Context: an optimization exercise on an open-source flow, tuned for small area. The choices shown serve that exercise and are no tape-out recipe.
In this exercise RTL edits were held to simulation tests only and were not proved equivalent to the original.
Power figures rest on the tool's default switching activity, not on a simulated workload.

==> job 9675: inputs <==
==> flow/design.v <==
`default_nettype none
package uart_pkg;
    localparam int DATA_BITS = 8;
    typedef logic [DATA_BITS - 1 : 0] uart_byte_t;
endpackage
`default_nettype wire
`default_nettype none
package monitor_pkg;
    localparam int ADDR_BITS = 8;
    localparam int MEM_DEPTH = 1 << ADDR_BITS;
    typedef logic [ADDR_BITS - 1 : 0] addr_t;
    typedef logic [7:0]               word_t;
    typedef enum logic [7:0] {
        CMD_READ  = 8'hA3,
        CMD_WRITE = 8'h5C,
        CMD_PING  = 8'hF0
    } cmd_t;
    localparam word_t PING_REPLY = 8'hAA;
endpackage
`default_nettype wire
`timescale 1ns/1ps
`default_nettype none
module monitor_ram (
    input  logic                clk,
    input  monitor_pkg::word_t  wdata,
    input  logic                we,
    output monitor_pkg::word_t  head
);
    localparam int W = 8 * monitor_pkg::MEM_DEPTH;
    logic [W - 1 : 0] ring;
    assign head = ring[7:0];
    always_ff @(posedge clk) begin
        ring <= {(we ? wdata : ring[7:0]), ring[W - 1 : 8]};
    end
endmodule
`default_nettype wire
`timescale 1ns/1ps
`default_nettype none
module command_monitor (
    input  logic                 clk,
    input  logic                 rst,
    input  logic [9:0]           clk_per_bit,
    input  logic                 rxd,
    output logic                 txd,
    output monitor_pkg::word_t   mem_wdata,
    output logic                 mem_we,
    input  monitor_pkg::word_t   mem_head
);
    localparam logic [9:0] SAMPLE_AT = 10'd8;
    typedef enum logic [1:0] {
        M_IDLE,      
        M_RX,        
        M_WAIT,      
        M_TX         
    } mode_t;
    typedef enum logic [1:0] {
        C_OTHER,
        C_READ,
        C_WRITE,
        C_PING
    } cls_t;
    mode_t              mode;
    cls_t               cls;
    logic               rx_prev;
    logic [9:0]         cnt;
    logic [9:0]         sr;
    logic [1:0]         fpos;
    monitor_pkg::addr_t addr;
    monitor_pkg::word_t wdata;
    monitor_pkg::addr_t ptr;
    logic               wr_pend;
    logic tick;
    logic match;
    logic rx_done;
    logic tx_done;
    monitor_pkg::word_t rx_byte;
    assign tick    = (cnt == 10'd1);
    assign match   = (ptr == addr);
    assign rx_byte = sr[9:2];
    assign rx_done = !sr[1];
    assign tx_done = (sr[9:1] == 9'd0);
    assign txd       = sr[0];
    assign mem_wdata = wdata;
    assign mem_we    = wr_pend && match;
    always_ff @(posedge clk) begin
        rx_prev <= rxd;
    end
    always_ff @(posedge clk) begin
        ptr <= {ptr[6:0], ptr[7] ^ ptr[5] ^ ptr[4] ^ ptr[3] ^ (ptr[6:0] == 7'd0)};
    end
    always_ff @(posedge clk) begin
        if (rst) begin
            mode    <= M_IDLE;
            fpos    <= '0;
            wr_pend <= 1'b0;
            sr[0]   <= 1'b1;
        end else begin
            if (mem_we) begin
                wr_pend <= 1'b0;
            end
            case (mode)
                M_IDLE: begin
                    if (rx_prev && !rxd) begin
                        mode     <= M_RX;
                        sr[9:1]  <= '1;
                    end
                end
                M_RX: begin
                    if (rx_done) begin
                        mode <= M_IDLE;
                        case (fpos)
                            2'd0: begin
                                fpos <= 2'd1;
                                case (rx_byte)
                                    monitor_pkg::CMD_READ:  cls <= C_READ;
                                    monitor_pkg::CMD_WRITE: cls <= C_WRITE;
                                    monitor_pkg::CMD_PING:  cls <= C_PING;
                                    default:                cls <= C_OTHER;
                                endcase
                            end
                            2'd1: begin
                                fpos <= 2'd2;
                                addr <= rx_byte;
                            end
                            default: begin
                                fpos <= 2'd0;
                                if (cls == C_WRITE) begin
                                    wdata   <= rx_byte;
                                    wr_pend <= 1'b1;
                                end
                                if (cls == C_READ || cls == C_PING) begin
                                    mode <= M_WAIT;
                                end
                            end
                        endcase
                    end else if (tick) begin
                        sr <= {rxd, sr[9:1]};
                    end
                end
                M_WAIT: begin
                    if (match) begin
                        mode <= M_TX;
                        sr   <= {1'b1, (cls == C_PING) ? monitor_pkg::PING_REPLY : mem_head, 1'b0};
                    end
                end
                M_TX: begin
                    if (tx_done) begin
                        mode <= M_IDLE;
                    end else if (tick) begin
                        sr <= {1'b0, sr[9:1]};
                    end
                end
                default: mode <= M_IDLE;
            endcase
        end
    end
    always_ff @(posedge clk) begin
        if (mode == M_IDLE && rx_prev && !rxd) begin
            cnt <= SAMPLE_AT;
        end else if (tick || mode == M_WAIT) begin
            cnt <= clk_per_bit;
        end else begin
            cnt <= cnt - 1'b1;
        end
    end
endmodule
`default_nettype wire
`timescale 1ns/1ps
`default_nettype none
module uart_monitor_top #(
    parameter int CLK_BITS  = 10,
    parameter int STOP_BITS = 1
) (
    input  logic                    clk,
    input  logic                    rst,
    input  logic [CLK_BITS - 1 : 0] clk_per_bit,
    input  logic                    uart_rx,
    output logic                    uart_tx
);
    monitor_pkg::word_t mem_wdata;
    logic               mem_we;
    monitor_pkg::word_t mem_head;
    command_monitor command_monitor_i (
        .clk        (clk),
        .rst        (rst),
        .clk_per_bit(clk_per_bit),
        .rxd        (uart_rx),
        .txd        (uart_tx),
        .mem_wdata  (mem_wdata),
        .mem_we     (mem_we),
        .mem_head   (mem_head)
    );
    monitor_ram monitor_ram_i (
        .clk  (clk),
        .wdata(mem_wdata),
        .we   (mem_we),
        .head (mem_head)
    );
endmodule
`default_nettype wire
==> flow/flow/run.sh <==
#!/bin/bash
# The standard layout (standard.sh) with two changes:
# - clock tree synthesis: leaf clusters of at most 12 flip-flops within 40 um,
#   driven by clkbuf_4, and no dummy loads;
# - port buffers are buf_1.
# All ORFS output goes to standard.log in this folder.
export CTS_ARGS="-sink_clustering_enable -repair_clock_nets -sink_clustering_size 12 -sink_clustering_max_diameter 40 -buf_list sky130_fd_sc_hd__clkbuf_4 -dont_use_dummy_load"
export BUFFER_PORTS_ARGS="-buffer_cell sky130_fd_sc_hd__buf_1"
bash standard.sh > standard.log 2>&1
==> flow/standard.sh <==
#!/bin/bash
# synth_recipe.tcl (not shown) runs the flow's synth.tcl, then flattens the netlist and writes it again
# the make line also repeats each setting of config.mk as NAME=value (left out here)
make -C /OpenROAD-flow-scripts/flow DESIGN_CONFIG=/design/flow/config.mk WORK_HOME=/design/flow/orfs CLKGATE_MAP_FILE= SYNTH_SCRIPT=/design/flow/synth_recipe.tcl "${@:-finish}"
==> flow/config.mk <==
export PLATFORM = sky130hd
export DESIGN_NAME = uart_monitor_top
export DESIGN_NICKNAME = uart_monitor_top
export VERILOG_FILES = /design/flow/design.v
export SDC_FILE = /design/flow/constraint.sdc
export NUM_CORES = 4
export LEC_CHECK = 0
export CAP_MARGIN = 40
export CORE_MARGIN = 2
export CORE_UTILIZATION = 60
export SLEW_MARGIN = 30
==> flow/constraint.sdc <==
create_clock -name core_clock -period 10.0 [get_ports {clk}]
set_input_delay 2.0000 -clock core_clock [delete_from_list [all_inputs] [get_ports {clk}]]
set_output_delay 2.0000 -clock core_clock [all_outputs]
set_load 0.01 [all_outputs]
==> job 8710: changes against job 9675 <==
==> flow/design.v, changed modules only <==
module command_monitor (
    input  logic                 clk,
    input  logic                 rst,
    input  logic [9:0]           clk_per_bit,
    input  logic                 rxd,
    output logic                 txd,
    output monitor_pkg::word_t   mem_wdata,
    output logic                 mem_we,
    input  monitor_pkg::word_t   mem_head
);
    typedef enum logic [1:0] {
        M_IDLE,      
        M_RX,        
        M_WAIT,      
        M_TX         
    } mode_t;
    typedef enum logic [1:0] {
        C_OTHER,
        C_READ,
        C_WRITE,
        C_PING
    } cls_t;
    mode_t              mode;
    cls_t               cls;
    logic               rx_q;
    logic [9:0]         cnt;
    logic [3:0]         bitn;
    logic [7:0]         rx_sr;
    logic [8:0]         tx_sr;
    logic [1:0]         fpos;
    monitor_pkg::addr_t addr;
    monitor_pkg::addr_t ptr;
    logic               wr_pend;
    logic tick;
    logic match;
    assign tick  = (cnt == 10'd1);
    assign match = (ptr == addr);
    assign txd       = tx_sr[0];
    assign mem_wdata = tx_sr[8:1];
    assign mem_we    = wr_pend && match;
    always_ff @(posedge clk) begin
        rx_q <= rxd;
    end
    always_ff @(posedge clk) begin
        if (rst) begin
            ptr <= '0;
        end else begin
            ptr <= ptr + 1'b1;
        end
    end
    always_ff @(posedge clk) begin
        if (rst) begin
            mode     <= M_IDLE;
            fpos     <= '0;
            wr_pend  <= 1'b0;
            tx_sr[0] <= 1'b1;
        end else begin
            if (mem_we) begin
                wr_pend <= 1'b0;
            end
            case (mode)
                M_IDLE: begin
                    if (!rx_q) begin
                        mode <= M_RX;
                        cnt  <= {1'b0, clk_per_bit[9:1]};
                        bitn <= '0;
                    end
                end
                M_RX: begin
                    if (tick) begin
                        cnt  <= clk_per_bit;
                        bitn <= bitn + 1'b1;
                        if (bitn != 4'd9) begin
                            rx_sr <= {rx_q, rx_sr[7:1]};
                        end else begin
                            mode <= M_IDLE;
                            case (fpos)
                                2'd0: begin
                                    fpos <= 2'd1;
                                    case (rx_sr)
                                        monitor_pkg::CMD_READ:  cls <= C_READ;
                                        monitor_pkg::CMD_WRITE: cls <= C_WRITE;
                                        monitor_pkg::CMD_PING:  cls <= C_PING;
                                        default:                cls <= C_OTHER;
                                    endcase
                                end
                                2'd1: begin
                                    fpos <= 2'd2;
                                    addr <= rx_sr;
                                end
                                default: begin
                                    fpos <= 2'd0;
                                    if (cls == C_WRITE) begin
                                        tx_sr[8:1] <= rx_sr;
                                        wr_pend    <= 1'b1;
                                    end
                                    if (cls == C_READ || cls == C_PING) begin
                                        mode <= M_WAIT;
                                    end
                                end
                            endcase
                        end
                    end else begin
                        cnt <= cnt - 1'b1;
                    end
                end
                M_WAIT: begin
                    if (match) begin
                        mode  <= M_TX;
                        cnt   <= clk_per_bit;
                        bitn  <= '0;
                        tx_sr <= {(cls == C_PING) ? monitor_pkg::PING_REPLY : mem_head, 1'b0};
                    end
                end
                M_TX: begin
                    if (tick) begin
                        cnt   <= clk_per_bit;
                        bitn  <= bitn + 1'b1;
                        tx_sr <= {1'b1, tx_sr[8:1]};
                        if (bitn == 4'd8) begin
                            mode <= M_IDLE;
                        end
                    end else begin
                        cnt <= cnt - 1'b1;
                    end
                end
                default: mode <= M_IDLE;
            endcase
        end
    end
endmodule
==> flow/run.sh (new file) <==
#!/bin/bash
# synth_recipe.tcl (not shown) runs the flow's synth.tcl, then flattens the netlist and writes it again
# the make line also repeats each setting of config.mk as NAME=value (left out here)
make -C /OpenROAD-flow-scripts/flow DESIGN_CONFIG=/design/flow/config.mk WORK_HOME=/design/flow/orfs CLKGATE_MAP_FILE= SYNTH_SCRIPT=/design/flow/synth_recipe.tcl finish
--- a/flow/config.mk
+++ b/flow/config.mk
@@ -8,4 +8,4 @@
 export CAP_MARGIN = 40
 export CORE_MARGIN = 2
-export CORE_UTILIZATION = 60
+export CORE_UTILIZATION = 40
 export SLEW_MARGIN = 30
removed: flow/flow/run.sh
removed: flow/standard.sh
==> notes <==
Against job 8710, the count of clock-buffer cells in the layout of job 9675 is lower by 53.
Between job 9675 and job 8710, the lower clock power is in job 9675 (gap 55%, measured against job 8710).
In job 8710 the fmax is lower than in job 9675, by about 8%.
Against job 8710, the via count of job 9675 is smaller by 4.5%.
Of job 9675 and job 8710, job 9675 has the higher global-route usage (gap 3.9 points).
Between job 9675 and job 8710, the lower clock skew is in job 8710 (gap 0.11 ns).
In critical path depth, job 9675 and job 8710 do not differ.
Job 8710 ran to the end with no violations. Job 9675 went through all stages and came out clean.
Between job 8710 and job 9675, the lower total power is in job 9675 (gap 31%, measured against job 9675).
Against job 8710, the worst setup slack of job 9675 is better by 0.29 ns.
Against job 9675, the utilization of job 8710 is lower by 17 points.
==> figures <==
metric	job 9675	job 8710
Status	no timing/DRC/antenna violations	no timing/DRC/antenna violations
Setup WS post-layout	6.56 ns	6.27 ns
Depth of the worst register-to-register path	7	6
Met1 routed wirelength after detailed routing	23.9 mm	24.7 mm
Clock Root Buffer	sky130_fd_sc_hd__clkbuf_4	sky130_fd_sc_hd__clkbuf_16
Endpoint of the lowest-slack register-to-register path	command_monitor_i.sr[5]	command_monitor_i.addr[5]
Seq cells post-synth	2100	2103
Proportion of cell area spent on the clock network	3.27%	11.6%
Final Instance Area	0.0461 mm^2	0.0517 mm^2
Area fraction in and, or, nand and nor cells after synthesis	1.03%	1.11%
Nets	2494	2514
Skew final	0.125 ns	0.0184 ns
Switching power share of the total	19.5%	18.7%
Flip-flop and latch area	0.0423 mm^2	0.0425 mm^2
Area of the die	0.0744 mm^2	0.112 mm^2
Worst setup slack before clock tree synthesis	6.41 ns	5.80 ns
Clock Power	3.11 mW	6.85 mW
Number of flip-flops and latches	2100	2103
Number of global-route vias before repair	15.5k	16.2k
Cell total after placement	3225	3727
Net load switching power	2.27 mW	2.86 mW

==> port drivers added, routing unchanged <==
The results above use ideal ports. As a check the final layouts listed here were re-extracted and re-timed, cells and wires unchanged.
Step 1 sets driving cells, clkbuf_16 on the clock port and buf_2 on the other inputs (assumed; they add their load-dependent delay and slew).
Step 2 times the ports against the registers' clock, not the clock port: input delays grow and output delays shrink by t, the midpoint of the rising clock arrivals with the driver on.
Slacks: ideal ports / drivers / drivers and shift; pairs: ideal ports / drivers.
run	t, ns	setup slack, ns	hold slack, ns
job 9675	1.001	6.560 / 6.507 / 6.618	0.257 / 0.257 / 0.257
job 8710	0.792	6.272 / 6.206 / 5.781	0.310 / 0.310 / 0.310
After both steps setup and hold are still met in every run listed. The setup slack of job 8710, which loses most, moves by -0.066 ns with the drivers and by -0.491 ns with both steps.
